From an optimization exercise on the open Yosys and OpenROAD flow, aimed at small area, a short achievable clock period and few clock cycles per item; shortcuts taken in it are not production practice.
The RTL was checked by simulation tests, not by an equivalence proof against the original design.

==> job 5506 <==
==> flow/design.v <==
`default_nettype none
module sha512_round
(
	input  wire logic             clk,
	input  wire logic [6:0]       c,          
	input  wire logic             adv,        
	input  wire logic             t_en,       
	input  wire logic             do_ff,      
	input  wire logic             ffp,        
	input  wire logic             hc_en,      
	input  wire logic             blk_first,  
	input  wire logic             blk_last,   
	input  wire logic             rot,        
	input  wire logic             w_sched,    
	input  wire logic [63:0]      in_word,    
	input  wire logic [2:0]       rd_idx,
	output logic      [63:0]      rd_data
);
	localparam int WordW = 64;
	localparam logic [8*WordW-1:0] IV_FLAT = {
		64'h6a09e667f3bcc908, 64'hbb67ae8584caa73b, 64'h3c6ef372fe94f82b,
		64'ha54ff53a5f1d36f1, 64'h510e527fade682d1, 64'h9b05688c2b3e6c1f,
		64'h1f83d9abfb41bd6b, 64'h5be0cd19137e2179};
	localparam logic [80*WordW-1:0] K_FLAT = {
		64'h428a2f98d728ae22, 64'h7137449123ef65cd, 64'hb5c0fbcfec4d3b2f, 64'he9b5dba58189dbbc,
		64'h3956c25bf348b538, 64'h59f111f1b605d019, 64'h923f82a4af194f9b, 64'hab1c5ed5da6d8118,
		64'hd807aa98a3030242, 64'h12835b0145706fbe, 64'h243185be4ee4b28c, 64'h550c7dc3d5ffb4e2,
		64'h72be5d74f27b896f, 64'h80deb1fe3b1696b1, 64'h9bdc06a725c71235, 64'hc19bf174cf692694,
		64'he49b69c19ef14ad2, 64'hefbe4786384f25e3, 64'h0fc19dc68b8cd5b5, 64'h240ca1cc77ac9c65,
		64'h2de92c6f592b0275, 64'h4a7484aa6ea6e483, 64'h5cb0a9dcbd41fbd4, 64'h76f988da831153b5,
		64'h983e5152ee66dfab, 64'ha831c66d2db43210, 64'hb00327c898fb213f, 64'hbf597fc7beef0ee4,
		64'hc6e00bf33da88fc2, 64'hd5a79147930aa725, 64'h06ca6351e003826f, 64'h142929670a0e6e70,
		64'h27b70a8546d22ffc, 64'h2e1b21385c26c926, 64'h4d2c6dfc5ac42aed, 64'h53380d139d95b3df,
		64'h650a73548baf63de, 64'h766a0abb3c77b2a8, 64'h81c2c92e47edaee6, 64'h92722c851482353b,
		64'ha2bfe8a14cf10364, 64'ha81a664bbc423001, 64'hc24b8b70d0f89791, 64'hc76c51a30654be30,
		64'hd192e819d6ef5218, 64'hd69906245565a910, 64'hf40e35855771202a, 64'h106aa07032bbd1b8,
		64'h19a4c116b8d2d0c8, 64'h1e376c085141ab53, 64'h2748774cdf8eeb99, 64'h34b0bcb5e19b48a8,
		64'h391c0cb3c5c95a63, 64'h4ed8aa4ae3418acb, 64'h5b9cca4f7763e373, 64'h682e6ff3d6b2b8a3,
		64'h748f82ee5defb2fc, 64'h78a5636f43172f60, 64'h84c87814a1f0ab72, 64'h8cc702081a6439ec,
		64'h90befffa23631e28, 64'ha4506cebde82bde9, 64'hbef9a3f7b2c67915, 64'hc67178f2e372532b,
		64'hca273eceea26619c, 64'hd186b8c721c0c207, 64'heada7dd6cde0eb1e, 64'hf57d4f7fee6ed178,
		64'h06f067aa72176fba, 64'h0a637dc5a2c898a6, 64'h113f9804bef90dae, 64'h1b710b35131c471b,
		64'h28db77f523047d84, 64'h32caab7b40c72493, 64'h3c9ebe0a15c9bebc, 64'h431d67c49c100d4c,
		64'h4cc5d4becb3e42b6, 64'h597f299cfc657e2a, 64'h5fcb6fab3ad6faec, 64'h6c44198c4a475817};
	function automatic logic [WordW-1:0] rotr(input logic [WordW-1:0] x, input int n);
		rotr = (x >> n) | (x << (WordW - n));
	endfunction
	function automatic logic [WordW-1:0] iv(input int i);
		iv = IV_FLAT[(7 - i)*WordW +: WordW];
	endfunction
	logic [WordW-1:0] v_q [8];    
	logic [WordW-1:0] hc_q [8];   
	logic [WordW-1:0] w_q [16];   
	logic [WordW-1:0] t_q;        
	logic [WordW-1:0] s0, s1, ch, mj, a_n, e_n, w_new, k_c, h_sel, t_d;
	logic [WordW-1:0] p1s, p1c, p2s, p2c, p3s, p3c, p4s, p4c;
	logic [WordW-1:0] iv_a, iv_e, add_a, add_e, sum_a, sum_e;
	always_comb begin
		s1 = rotr(v_q[4], 14) ^ rotr(v_q[4], 18) ^ rotr(v_q[4], 41);
		ch = (v_q[4] & v_q[5]) ^ (~v_q[4] & v_q[6]);
		s0 = rotr(v_q[0], 28) ^ rotr(v_q[0], 34) ^ rotr(v_q[0], 39);
		mj = (v_q[0] & v_q[1]) ^ (v_q[0] & v_q[2]) ^ (v_q[1] & v_q[2]);
		p1s = t_q ^ s1 ^ ch;
		p1c = ((t_q & s1) | (t_q & ch) | (s1 & ch)) << 1;
		p2s = p1s ^ p1c ^ s0;
		p2c = ((p1s & p1c) | (p1s & s0) | (p1c & s0)) << 1;
		p3s = p2s ^ p2c ^ mj;
		p3c = ((p2s & p2c) | (p2s & mj) | (p2c & mj)) << 1;
		p4s = p1s ^ p1c ^ v_q[3];
		p4c = ((p1s & p1c) | (p1s & v_q[3]) | (p1c & v_q[3])) << 1;
		a_n = p3s + p3c;
		e_n = p4s + p4c;
	end
	always_comb begin
		w_new = (rotr(w_q[14], 19) ^ rotr(w_q[14], 61) ^ (w_q[14] >> 6)) + w_q[9]
			+ (rotr(w_q[1], 1) ^ rotr(w_q[1], 8) ^ (w_q[1] >> 7)) + w_q[0];
	end
	always_comb begin
		k_c = (c < 7'd80) ? K_FLAT[(7'd79 - c)*WordW +: WordW] : '0;
		if (c != 7'd0 || !ffp) h_sel = v_q[6];
		else if (blk_last) h_sel = iv(7);
		else h_sel = hc_q[6];
		t_d = h_sel + k_c + w_q[15];
	end
	always_comb begin
		case (c[1:0])
			2'd2: begin iv_a = iv(3); iv_e = iv(7); end    
			2'd3: begin iv_a = iv(2); iv_e = iv(6); end    
			2'd0: begin iv_a = iv(1); iv_e = iv(5); end    
			default: begin iv_a = iv(0); iv_e = iv(4); end  
		endcase
		if (c == 7'd0) begin iv_a = iv(0); iv_e = iv(4); end
		add_a = blk_first ? iv_a : hc_q[3];
		add_e = blk_first ? iv_e : hc_q[7];
		sum_a = v_q[0] + add_a;
		sum_e = v_q[4] + add_e;
	end
	assign rd_data = hc_q[rd_idx];
	always_ff @(posedge clk) begin
		for (int i = 0; i < 15; i++) w_q[i] <= w_q[i + 1];
		if (rot) w_q[15] <= w_q[0];
		else if (w_sched) w_q[15] <= w_new;
		else w_q[15] <= in_word;
		if (t_en) t_q <= t_d;
		if (hc_en) begin
			hc_q[0] <= sum_a; hc_q[1] <= hc_q[0]; hc_q[2] <= hc_q[1]; hc_q[3] <= hc_q[2];
			hc_q[4] <= sum_e; hc_q[5] <= hc_q[4]; hc_q[6] <= hc_q[5]; hc_q[7] <= hc_q[6];
		end
		if (adv) begin
			v_q[7] <= v_q[6]; v_q[6] <= v_q[5]; v_q[5] <= v_q[4];
			v_q[4] <= e_n;
			v_q[3] <= v_q[2]; v_q[2] <= v_q[1]; v_q[1] <= v_q[0];
			v_q[0] <= a_n;
		end else if (do_ff && blk_last) begin
			for (int i = 0; i < 8; i++) v_q[i] <= iv(i);
		end else if (do_ff) begin
			v_q[0] <= sum_a; v_q[1] <= hc_q[0]; v_q[2] <= hc_q[1]; v_q[3] <= hc_q[2];
			v_q[4] <= sum_e; v_q[5] <= hc_q[4]; v_q[6] <= hc_q[5]; v_q[7] <= hc_q[6];
		end else begin
			for (int i = 1; i < 8; i++) v_q[i] <= v_q[i - 1];
			v_q[0] <= v_q[7];
		end
	end
endmodule
`default_nettype wire
`default_nettype none
module sha512_hash_top
(
	input  wire logic        clk,
	input  wire logic        arst_n,
	input  wire logic        s_axis_tvalid,
	output logic             s_axis_tready,
	input  wire logic [63:0] s_axis_tdata,   
	input  wire logic [3:0]  s_axis_tuser,   
	input  wire logic        s_axis_tlast,   
	output logic             m_axis_tvalid,
	input  wire logic        m_axis_tready,
	output logic [63:0]      m_axis_tdata,   
	output logic [2:0]       m_axis_tuser,   
	output logic             m_axis_tlast    
);
	logic [6:0] c_q;          
	logic ffp_q;              
	logic nodig_q;            
	logic [3:0] rc_q;         
	logic [2:0] ph_q;         
	logic w0_q;               
	logic blk_first_q;        
	logic blk_last_q;         
	logic nxt_first_q;        
	logic msg_start_q;        
	logic [3:0] wib_q;        
	logic [57:0] wcnt_q;      
	logic [2:0] rem_q;        
	logic pad_q;              
	logic need80_q;           
	logic len_room_q;         
	logic opend_q;            
	logic [2:0] oidx_q;
	logic [3:0] nb;
	logic [63:0] keep, mark, in_word, len_bits;
	logic w0_slot, start_ok, in_slot, avail, take, acc, adv, start, do_ff, len_word;
	logic rot, w_sched, t_en, hc_en;
	assign nb = (!s_axis_tlast || s_axis_tuser > 4'd8) ? 4'd8 : s_axis_tuser;
	assign len_bits = {wcnt_q, rem_q, 3'b000};
	assign len_word = pad_q && !need80_q && len_room_q && wib_q == 4'd15;
	always_comb begin
		keep = (nb == 4'd0) ? 64'd0 : ~(64'hFFFF_FFFF_FFFF_FFFF >> {nb, 3'b000});
		mark = (nb == 4'd8) ? 64'd0 : (64'h80 << (7'd56 - {nb, 3'b000}));
		if (!pad_q) in_word = (s_axis_tdata & keep) | mark;
		else if (need80_q) in_word = 64'h8000_0000_0000_0000;
		else if (len_word) in_word = len_bits;
		else in_word = 64'd0;
	end
	always_comb begin
		do_ff = (c_q == 7'd0) && ffp_q;
		w0_slot = !w0_q && ((c_q == 7'd80) || (c_q == 7'd0 && !ffp_q && ph_q == 3'd7));
		start_ok = (c_q == 7'd0) && w0_q && (rc_q == 4'd0);
		in_slot = (c_q >= 7'd1 && c_q <= 7'd14 && rc_q == 4'd0) || start_ok || w0_slot;
		avail = pad_q || s_axis_tvalid;
		take = in_slot && avail;
		s_axis_tready = in_slot && !pad_q;
		acc = s_axis_tvalid && s_axis_tready;
		start = start_ok && avail;
		rot = (rc_q != 4'd0)
			|| (c_q >= 7'd1 && c_q <= 7'd14 && !avail)
			|| (c_q == 7'd78 && opend_q)
			|| (start_ok && !avail);
		adv = (c_q != 7'd0) && !rot;
		w_sched = (c_q >= 7'd15 && c_q <= 7'd78);
		t_en = adv || start;
		hc_en = (adv && c_q >= 7'd78) || do_ff;
	end
	sha512_round u_round (
		.clk(clk), .c(c_q), .adv(adv), .t_en(t_en), .do_ff(do_ff),
		.ffp(ffp_q), .hc_en(hc_en), .blk_first(blk_first_q), .blk_last(blk_last_q),
		.rot(rot), .w_sched(w_sched), .in_word(in_word),
		.rd_idx(oidx_q), .rd_data(m_axis_tdata)
	);
	always_ff @(posedge clk or negedge arst_n) begin
		if (!arst_n) begin
			c_q <= '0;
			ffp_q <= 1'b1;
			nodig_q <= 1'b1;
			rc_q <= '0;
			ph_q <= '0;
			w0_q <= 1'b0;
			blk_first_q <= 1'b0;
			blk_last_q <= 1'b1;
			nxt_first_q <= 1'b0;
			msg_start_q <= 1'b1;
			wib_q <= '0;
			wcnt_q <= '0;
			rem_q <= '0;
			pad_q <= 1'b0;
			need80_q <= 1'b0;
			len_room_q <= 1'b0;
			opend_q <= 1'b0;
			oidx_q <= '0;
		end else begin
			if (rot) rc_q <= rc_q + 4'd1;
			ph_q <= do_ff ? 3'd1 : ph_q + 3'd1;
			if (start) begin
				c_q <= 7'd1;
				w0_q <= 1'b0;
				blk_first_q <= nxt_first_q;
			end else if (adv) begin
				if (c_q == 7'd80) begin
					c_q <= 7'd0;
					ffp_q <= 1'b1;
				end else begin
					c_q <= c_q + 7'd1;
				end
			end
			if (do_ff) begin
				ffp_q <= 1'b0;
				nodig_q <= 1'b0;
				if (blk_last_q && !nodig_q) opend_q <= 1'b1;
			end
			if (take) begin
				wib_q <= wib_q + 4'd1;
				if (wib_q == 4'd0) begin
					w0_q <= 1'b1;
					nxt_first_q <= msg_start_q;
					msg_start_q <= 1'b0;
				end
				if (wib_q == 4'd15) blk_last_q <= len_word;
				if (!pad_q) begin
					wcnt_q <= wcnt_q + 58'(nb[3]);
					if (s_axis_tlast) begin
						pad_q <= 1'b1;
						rem_q <= nb[2:0];
						need80_q <= (nb == 4'd8);
						len_room_q <= (wib_q != 4'd14);
					end
				end else begin
					need80_q <= 1'b0;
					if (need80_q) begin
						len_room_q <= (wib_q != 4'd14);
					end else if (wib_q == 4'd15) begin
						if (len_room_q) begin
							pad_q <= 1'b0;
							msg_start_q <= 1'b1;
							wcnt_q <= '0;
						end else begin
							len_room_q <= 1'b1;
						end
					end
				end
			end
			if (opend_q && m_axis_tready) begin
				oidx_q <= oidx_q + 3'd1;
				if (oidx_q == 3'd7) opend_q <= 1'b0;
			end
		end
	end
	assign m_axis_tvalid = opend_q;
	assign m_axis_tuser = oidx_q;
	assign m_axis_tlast = (oidx_q == 3'd7);
endmodule
`default_nettype wire
==> flow/flow/run.sh <==
#!/bin/bash
# The standard layout, with timing repair aiming at a larger setup slack
# than the default margin so that the achieved period comes out shorter.
# The clock period and constraints stay the design's own.
set -uo pipefail
MARGIN=10
sed -e "s/SETUP_SLACK_MARGIN=[0-9.]*/SETUP_SLACK_MARGIN=${MARGIN}/" standard.sh > standard_margin.sh
bash standard_margin.sh > make_flow.log 2>&1
==> flow/standard.sh <==
#!/bin/bash
# synth_recipe.tcl (not shown) runs the flow's synth.tcl, then flattens the netlist and writes it again
# the make line also repeats each setting of config.mk as NAME=value (left out here)
make -C /OpenROAD-flow-scripts/flow DESIGN_CONFIG=/design/flow/config.mk WORK_HOME=/design/flow/orfs CLKGATE_MAP_FILE= SYNTH_SCRIPT=/design/flow/synth_recipe.tcl "${@:-finish}"
==> flow/config.mk <==
export PLATFORM = sky130hd
export DESIGN_NAME = sha512_hash_top
export DESIGN_NICKNAME = sha512_hash_top
export VERILOG_FILES = /design/flow/design.v
export SDC_FILE = /design/flow/constraint.sdc
export NUM_CORES = 4
export LEC_CHECK = 0
export CAP_MARGIN = 20
export CORE_MARGIN = 2
export CORE_UTILIZATION = 30
export SETUP_SLACK_MARGIN = 0.3
export SLEW_MARGIN = 20
==> flow/constraint.sdc <==
create_clock -name core_clock -period 16.0 [get_ports {clk}]
set_input_delay 3.2000 -clock core_clock [delete_from_list [all_inputs] [get_ports {clk}]]
set_output_delay 3.2000 -clock core_clock [all_outputs]
set_load 0.01 [all_outputs]
==> inputs of job 5186, as changes to job 5506 <==
==> flow/design.v, changed modules only <==
module sha512_round
(
	input  wire logic             clk,
	input  wire logic [6:0]       c,          
	input  wire logic             adv,        
	input  wire logic             t_en,       
	input  wire logic             do_ff,      
	input  wire logic             ld_iv,      
	input  wire logic             ffp,        
	input  wire logic             hc_en,      
	input  wire logic             blk_first,  
	input  wire logic             blk_last,   
	input  wire logic             w_shift,    
	input  wire logic             w_sched,    
	input  wire logic [63:0]      in_word,    
	input  wire logic [2:0]       rd_idx,
	output logic      [63:0]      rd_data
);
	localparam int WordW = 64;
	localparam logic [8*WordW-1:0] IV_FLAT = {
		64'h6a09e667f3bcc908, 64'hbb67ae8584caa73b, 64'h3c6ef372fe94f82b,
		64'ha54ff53a5f1d36f1, 64'h510e527fade682d1, 64'h9b05688c2b3e6c1f,
		64'h1f83d9abfb41bd6b, 64'h5be0cd19137e2179};
	localparam logic [80*WordW-1:0] K_FLAT = {
		64'h428a2f98d728ae22, 64'h7137449123ef65cd, 64'hb5c0fbcfec4d3b2f, 64'he9b5dba58189dbbc,
		64'h3956c25bf348b538, 64'h59f111f1b605d019, 64'h923f82a4af194f9b, 64'hab1c5ed5da6d8118,
		64'hd807aa98a3030242, 64'h12835b0145706fbe, 64'h243185be4ee4b28c, 64'h550c7dc3d5ffb4e2,
		64'h72be5d74f27b896f, 64'h80deb1fe3b1696b1, 64'h9bdc06a725c71235, 64'hc19bf174cf692694,
		64'he49b69c19ef14ad2, 64'hefbe4786384f25e3, 64'h0fc19dc68b8cd5b5, 64'h240ca1cc77ac9c65,
		64'h2de92c6f592b0275, 64'h4a7484aa6ea6e483, 64'h5cb0a9dcbd41fbd4, 64'h76f988da831153b5,
		64'h983e5152ee66dfab, 64'ha831c66d2db43210, 64'hb00327c898fb213f, 64'hbf597fc7beef0ee4,
		64'hc6e00bf33da88fc2, 64'hd5a79147930aa725, 64'h06ca6351e003826f, 64'h142929670a0e6e70,
		64'h27b70a8546d22ffc, 64'h2e1b21385c26c926, 64'h4d2c6dfc5ac42aed, 64'h53380d139d95b3df,
		64'h650a73548baf63de, 64'h766a0abb3c77b2a8, 64'h81c2c92e47edaee6, 64'h92722c851482353b,
		64'ha2bfe8a14cf10364, 64'ha81a664bbc423001, 64'hc24b8b70d0f89791, 64'hc76c51a30654be30,
		64'hd192e819d6ef5218, 64'hd69906245565a910, 64'hf40e35855771202a, 64'h106aa07032bbd1b8,
		64'h19a4c116b8d2d0c8, 64'h1e376c085141ab53, 64'h2748774cdf8eeb99, 64'h34b0bcb5e19b48a8,
		64'h391c0cb3c5c95a63, 64'h4ed8aa4ae3418acb, 64'h5b9cca4f7763e373, 64'h682e6ff3d6b2b8a3,
		64'h748f82ee5defb2fc, 64'h78a5636f43172f60, 64'h84c87814a1f0ab72, 64'h8cc702081a6439ec,
		64'h90befffa23631e28, 64'ha4506cebde82bde9, 64'hbef9a3f7b2c67915, 64'hc67178f2e372532b,
		64'hca273eceea26619c, 64'hd186b8c721c0c207, 64'heada7dd6cde0eb1e, 64'hf57d4f7fee6ed178,
		64'h06f067aa72176fba, 64'h0a637dc5a2c898a6, 64'h113f9804bef90dae, 64'h1b710b35131c471b,
		64'h28db77f523047d84, 64'h32caab7b40c72493, 64'h3c9ebe0a15c9bebc, 64'h431d67c49c100d4c,
		64'h4cc5d4becb3e42b6, 64'h597f299cfc657e2a, 64'h5fcb6fab3ad6faec, 64'h6c44198c4a475817};
	function automatic logic [WordW-1:0] rotr(input logic [WordW-1:0] x, input int n);
		rotr = (x >> n) | (x << (WordW - n));
	endfunction
	function automatic logic [WordW-1:0] iv(input int i);
		iv = IV_FLAT[(7 - i)*WordW +: WordW];
	endfunction
	logic [WordW-1:0] v_q [8];    
	logic [WordW-1:0] hc_q [8];   
	logic [WordW-1:0] w_q [16];   
	logic [WordW-1:0] t_q;        
	logic [WordW-1:0] s0, s1, ch, mj, a_n, e_n, w_new, k_c, h_sel, t_d;
	logic [WordW-1:0] iv_a, iv_e, add_a, add_e, sum_a, sum_e;
	always_comb begin
		s1 = rotr(v_q[4], 14) ^ rotr(v_q[4], 18) ^ rotr(v_q[4], 41);
		ch = (v_q[4] & v_q[5]) ^ (~v_q[4] & v_q[6]);
		s0 = rotr(v_q[0], 28) ^ rotr(v_q[0], 34) ^ rotr(v_q[0], 39);
		mj = (v_q[0] & v_q[1]) ^ (v_q[0] & v_q[2]) ^ (v_q[1] & v_q[2]);
		a_n = t_q + s1 + ch + s0 + mj;
		e_n = v_q[3] + t_q + s1 + ch;
	end
	always_comb begin
		w_new = (rotr(w_q[14], 19) ^ rotr(w_q[14], 61) ^ (w_q[14] >> 6)) + w_q[9]
			+ (rotr(w_q[1], 1) ^ rotr(w_q[1], 8) ^ (w_q[1] >> 7)) + w_q[0];
	end
	always_comb begin
		k_c = (c < 7'd80) ? K_FLAT[(7'd79 - c)*WordW +: WordW] : '0;
		if (c != 7'd0) h_sel = v_q[6];
		else if (!ffp) h_sel = v_q[7];
		else if (blk_last) h_sel = iv(7);
		else h_sel = hc_q[6];
		t_d = h_sel + k_c + w_q[15];
	end
	always_comb begin
		case (c[1:0])
			2'd2: begin iv_a = iv(3); iv_e = iv(7); end    
			2'd3: begin iv_a = iv(2); iv_e = iv(6); end    
			2'd0: begin iv_a = iv(1); iv_e = iv(5); end    
			default: begin iv_a = iv(0); iv_e = iv(4); end  
		endcase
		if (c == 7'd0) begin iv_a = iv(0); iv_e = iv(4); end
		add_a = blk_first ? iv_a : hc_q[3];
		add_e = blk_first ? iv_e : hc_q[7];
		sum_a = v_q[0] + add_a;
		sum_e = v_q[4] + add_e;
	end
	assign rd_data = hc_q[rd_idx];
	always_ff @(posedge clk) begin
		if (w_shift) begin
			for (int i = 0; i < 15; i++) w_q[i] <= w_q[i + 1];
			w_q[15] <= w_sched ? w_new : in_word;
		end
		if (t_en) t_q <= t_d;
		if (hc_en) begin
			hc_q[0] <= sum_a; hc_q[1] <= hc_q[0]; hc_q[2] <= hc_q[1]; hc_q[3] <= hc_q[2];
			hc_q[4] <= sum_e; hc_q[5] <= hc_q[4]; hc_q[6] <= hc_q[5]; hc_q[7] <= hc_q[6];
		end
		if (adv) begin
			v_q[7] <= v_q[6]; v_q[6] <= v_q[5]; v_q[5] <= v_q[4];
			v_q[4] <= e_n;
			v_q[3] <= v_q[2]; v_q[2] <= v_q[1]; v_q[1] <= v_q[0];
			v_q[0] <= a_n;
		end else if ((do_ff && blk_last) || ld_iv) begin
			for (int i = 0; i < 8; i++) v_q[i] <= iv(i);
		end else if (do_ff) begin
			v_q[0] <= sum_a; v_q[1] <= hc_q[0]; v_q[2] <= hc_q[1]; v_q[3] <= hc_q[2];
			v_q[4] <= sum_e; v_q[5] <= hc_q[4]; v_q[6] <= hc_q[5]; v_q[7] <= hc_q[6];
		end
	end
endmodule
module sha512_hash_top
(
	input  wire logic        clk,
	input  wire logic        arst_n,
	input  wire logic        s_axis_tvalid,
	output logic             s_axis_tready,
	input  wire logic [63:0] s_axis_tdata,   
	input  wire logic [3:0]  s_axis_tuser,   
	input  wire logic        s_axis_tlast,   
	output logic             m_axis_tvalid,
	input  wire logic        m_axis_tready,
	output logic [63:0]      m_axis_tdata,   
	output logic [2:0]       m_axis_tuser,   
	output logic             m_axis_tlast    
);
	logic [6:0] c_q;          
	logic ffp_q;              
	logic ldiv_q;             
	logic w0_q;               
	logic blk_first_q;        
	logic blk_last_q;         
	logic nxt_first_q;        
	logic msg_start_q;        
	logic [3:0] wib_q;        
	logic [57:0] wcnt_q;      
	logic [2:0] rem_q;        
	logic pad_q;              
	logic need80_q;           
	logic len_room_q;         
	logic opend_q;            
	logic [2:0] oidx_q;
	logic [3:0] nb;
	logic [63:0] keep, mark, in_word, len_bits;
	logic take_w0, start_ok, in_slot, avail, take, acc, adv, start, do_ff, len_word;
	logic w_shift, w_sched, t_en, hc_en, ld_iv;
	assign nb = (!s_axis_tlast || s_axis_tuser > 4'd8) ? 4'd8 : s_axis_tuser;
	assign len_bits = {wcnt_q, rem_q, 3'b000};
	assign len_word = pad_q && !need80_q && len_room_q && wib_q == 4'd15;
	always_comb begin
		keep = (nb == 4'd0) ? 64'd0 : ~(64'hFFFF_FFFF_FFFF_FFFF >> {nb, 3'b000});
		mark = (nb == 4'd8) ? 64'd0 : (64'h80 << (7'd56 - {nb, 3'b000}));
		if (!pad_q) in_word = (s_axis_tdata & keep) | mark;
		else if (need80_q) in_word = 64'h8000_0000_0000_0000;
		else if (len_word) in_word = len_bits;
		else in_word = 64'd0;
	end
	always_comb begin
		take_w0 = !w0_q && (c_q == 7'd0 || c_q == 7'd79 || c_q == 7'd80);
		start_ok = (c_q == 7'd0) && w0_q;
		in_slot = (c_q >= 7'd1 && c_q <= 7'd14) || start_ok || take_w0;
		avail = pad_q || s_axis_tvalid;
		take = in_slot && avail;
		s_axis_tready = in_slot && !pad_q;
		acc = s_axis_tvalid && s_axis_tready;
		start = start_ok && avail;
		do_ff = (c_q == 7'd0) && ffp_q;
		adv = (c_q != 7'd0) && !(c_q <= 7'd14 && !avail) && !(c_q == 7'd78 && opend_q);
		w_sched = (c_q >= 7'd15 && c_q <= 7'd78);
		w_shift = take || (adv && w_sched);
		t_en = adv || start;
		hc_en = (adv && c_q >= 7'd78) || do_ff;
		ld_iv = (c_q == 7'd0) && !ffp_q && ldiv_q;
	end
	sha512_round u_round (
		.clk(clk), .c(c_q), .adv(adv), .t_en(t_en), .do_ff(do_ff), .ld_iv(ld_iv),
		.ffp(ffp_q), .hc_en(hc_en), .blk_first(blk_first_q), .blk_last(blk_last_q),
		.w_shift(w_shift), .w_sched(w_sched), .in_word(in_word),
		.rd_idx(oidx_q), .rd_data(m_axis_tdata)
	);
	always_ff @(posedge clk or negedge arst_n) begin
		if (!arst_n) begin
			c_q <= '0;
			ffp_q <= 1'b0;
			ldiv_q <= 1'b1;
			w0_q <= 1'b0;
			blk_first_q <= 1'b0;
			blk_last_q <= 1'b0;
			nxt_first_q <= 1'b0;
			msg_start_q <= 1'b1;
			wib_q <= '0;
			wcnt_q <= '0;
			rem_q <= '0;
			pad_q <= 1'b0;
			need80_q <= 1'b0;
			len_room_q <= 1'b0;
			opend_q <= 1'b0;
			oidx_q <= '0;
		end else begin
			if (ld_iv) ldiv_q <= 1'b0;
			if (start) begin
				c_q <= 7'd1;
				w0_q <= 1'b0;
				blk_first_q <= nxt_first_q;
			end else if (adv) begin
				if (c_q == 7'd80) begin
					c_q <= 7'd0;
					ffp_q <= 1'b1;
				end else begin
					c_q <= c_q + 7'd1;
				end
			end
			if (do_ff) begin
				ffp_q <= 1'b0;
				if (blk_last_q) opend_q <= 1'b1;
			end
			if (take) begin
				wib_q <= wib_q + 4'd1;
				if (wib_q == 4'd0) begin
					w0_q <= 1'b1;
					nxt_first_q <= msg_start_q;
					msg_start_q <= 1'b0;
				end
				if (wib_q == 4'd15) blk_last_q <= len_word;
				if (!pad_q) begin
					wcnt_q <= wcnt_q + 58'(nb[3]);
					if (s_axis_tlast) begin
						pad_q <= 1'b1;
						rem_q <= nb[2:0];
						need80_q <= (nb == 4'd8);
						len_room_q <= (wib_q != 4'd14);
					end
				end else begin
					need80_q <= 1'b0;
					if (need80_q) begin
						len_room_q <= (wib_q != 4'd14);
					end else if (wib_q == 4'd15) begin
						if (len_room_q) begin
							pad_q <= 1'b0;
							msg_start_q <= 1'b1;
							wcnt_q <= '0;
						end else begin
							len_room_q <= 1'b1;
						end
					end
				end
			end
			if (opend_q && m_axis_tready) begin
				oidx_q <= oidx_q + 3'd1;
				if (oidx_q == 3'd7) opend_q <= 1'b0;
			end
		end
	end
	assign m_axis_tvalid = opend_q;
	assign m_axis_tuser = oidx_q;
	assign m_axis_tlast = (oidx_q == 3'd7);
endmodule
==> flow/run.sh (new file) <==
#!/bin/bash
# synth_recipe.tcl (not shown) runs the flow's synth.tcl, then flattens the netlist and writes it again
# the make line also repeats each setting of config.mk as NAME=value (left out here)
make -C /OpenROAD-flow-scripts/flow DESIGN_CONFIG=/design/flow/config.mk WORK_HOME=/design/flow/orfs CLKGATE_MAP_FILE= SYNTH_SCRIPT=/design/flow/synth_recipe.tcl finish
removed: flow/flow/run.sh
removed: flow/standard.sh
==> Implementation_results.wiki <==
{| class="wikitable"
! Metric !! Value
|-
| Overall die height || 654 um
|-
| Share of the clock period used by the worst path after layout || 54.5%
|-
| Area of the multi-input gates || roughly 0.056 mm^2
|-
| Capture endpoint of the worst hold path || u_round.w_q[12][9]$_DFFE_PP_
|-
| Result of the run || finished clean
|-
| Met3 Use GR || about 5.2%
|-
| Worst-Margin Slew || 1.26 ns
|-
| Global-route met2 utilization || 34.4%
|-
| Initial cell density of the core || 30.2%
|-
| Sequential share of cell area || about 46%
|-
| Number of iterations in the first detailed-routing pass || 9
|}
the above is filed under job 5186

==> Implementation_results.wiki <==
{| class="wikitable"
! Metric !! Value
|-
| Proportion of cell area occupied by multi-input gates || 44.4%
|-
| Reg area || about 0.051 mm^2
|-
| Sequential share of cell area || 37.4%
|-
| Met3 Use GR || 7.44%
|-
| Overall die height || 613 um
|-
| Final HPWL DP || about 380 mm
|-
| Largest net degree at the start of global routing || 146
|-
| Share of the clock period used by the worst path after layout || 40.4%
|-
| Number of iterations in the first detailed-routing pass || 10
|-
| Capture endpoint of the worst hold path || u_round.w_q[3][44]$_DFF_P_
|-
| Worst setup path endpoint || m_axis_tdata[25]
|-
| Worst-Margin Slew || 1.26 ns
|-
| Area of the multi-input gates || 0.0599 mm^2
|-
| Result of the run || finished clean
|-
| Global-route met2 utilization || 41.6%
|-
| Final critical-path required period || 6.46 ns
|}
the above is filed under job 5506

Testbench counts of job 5506, summed over its fixed seeds: cycles 54,884, blocks 676.
Testbench counts of job 5186, summed over its fixed seeds: cycles 54,836, blocks 676.

[static timing again, ports no longer ideal]
The flow's constraints put no driver on any port. The routed layouts listed below were extracted and timed again, unchanged, in two steps. Step 1, drivers: a clkbuf_16 drives clk and a buf_2 each remaining input, both assumed. Step 2 times the ports against the registers' clock, not the clock port: input delays grow and output delays shrink by t, the midpoint of the rising clock arrivals with the driver on. Three values: ideal ports, drivers, drivers and shift; two values: the first two.
run	t (ns)	setup WS [ns]	clock arrival spread, ns	worst register clock-pin slew, ns
job 5506	1.030	9.542 / 9.438 / 9.116	0.135 / 0.135	0.10 / 0.10
job 5186	1.070	7.287 / 7.179 / 7.472	0.104 / 0.103	0.08 / 0.08
After both steps setup and hold are still met in every run listed. For job 5506, which loses most, drivers alone change the setup slack by -0.104 ns; drivers and shift together by -0.426 ns.
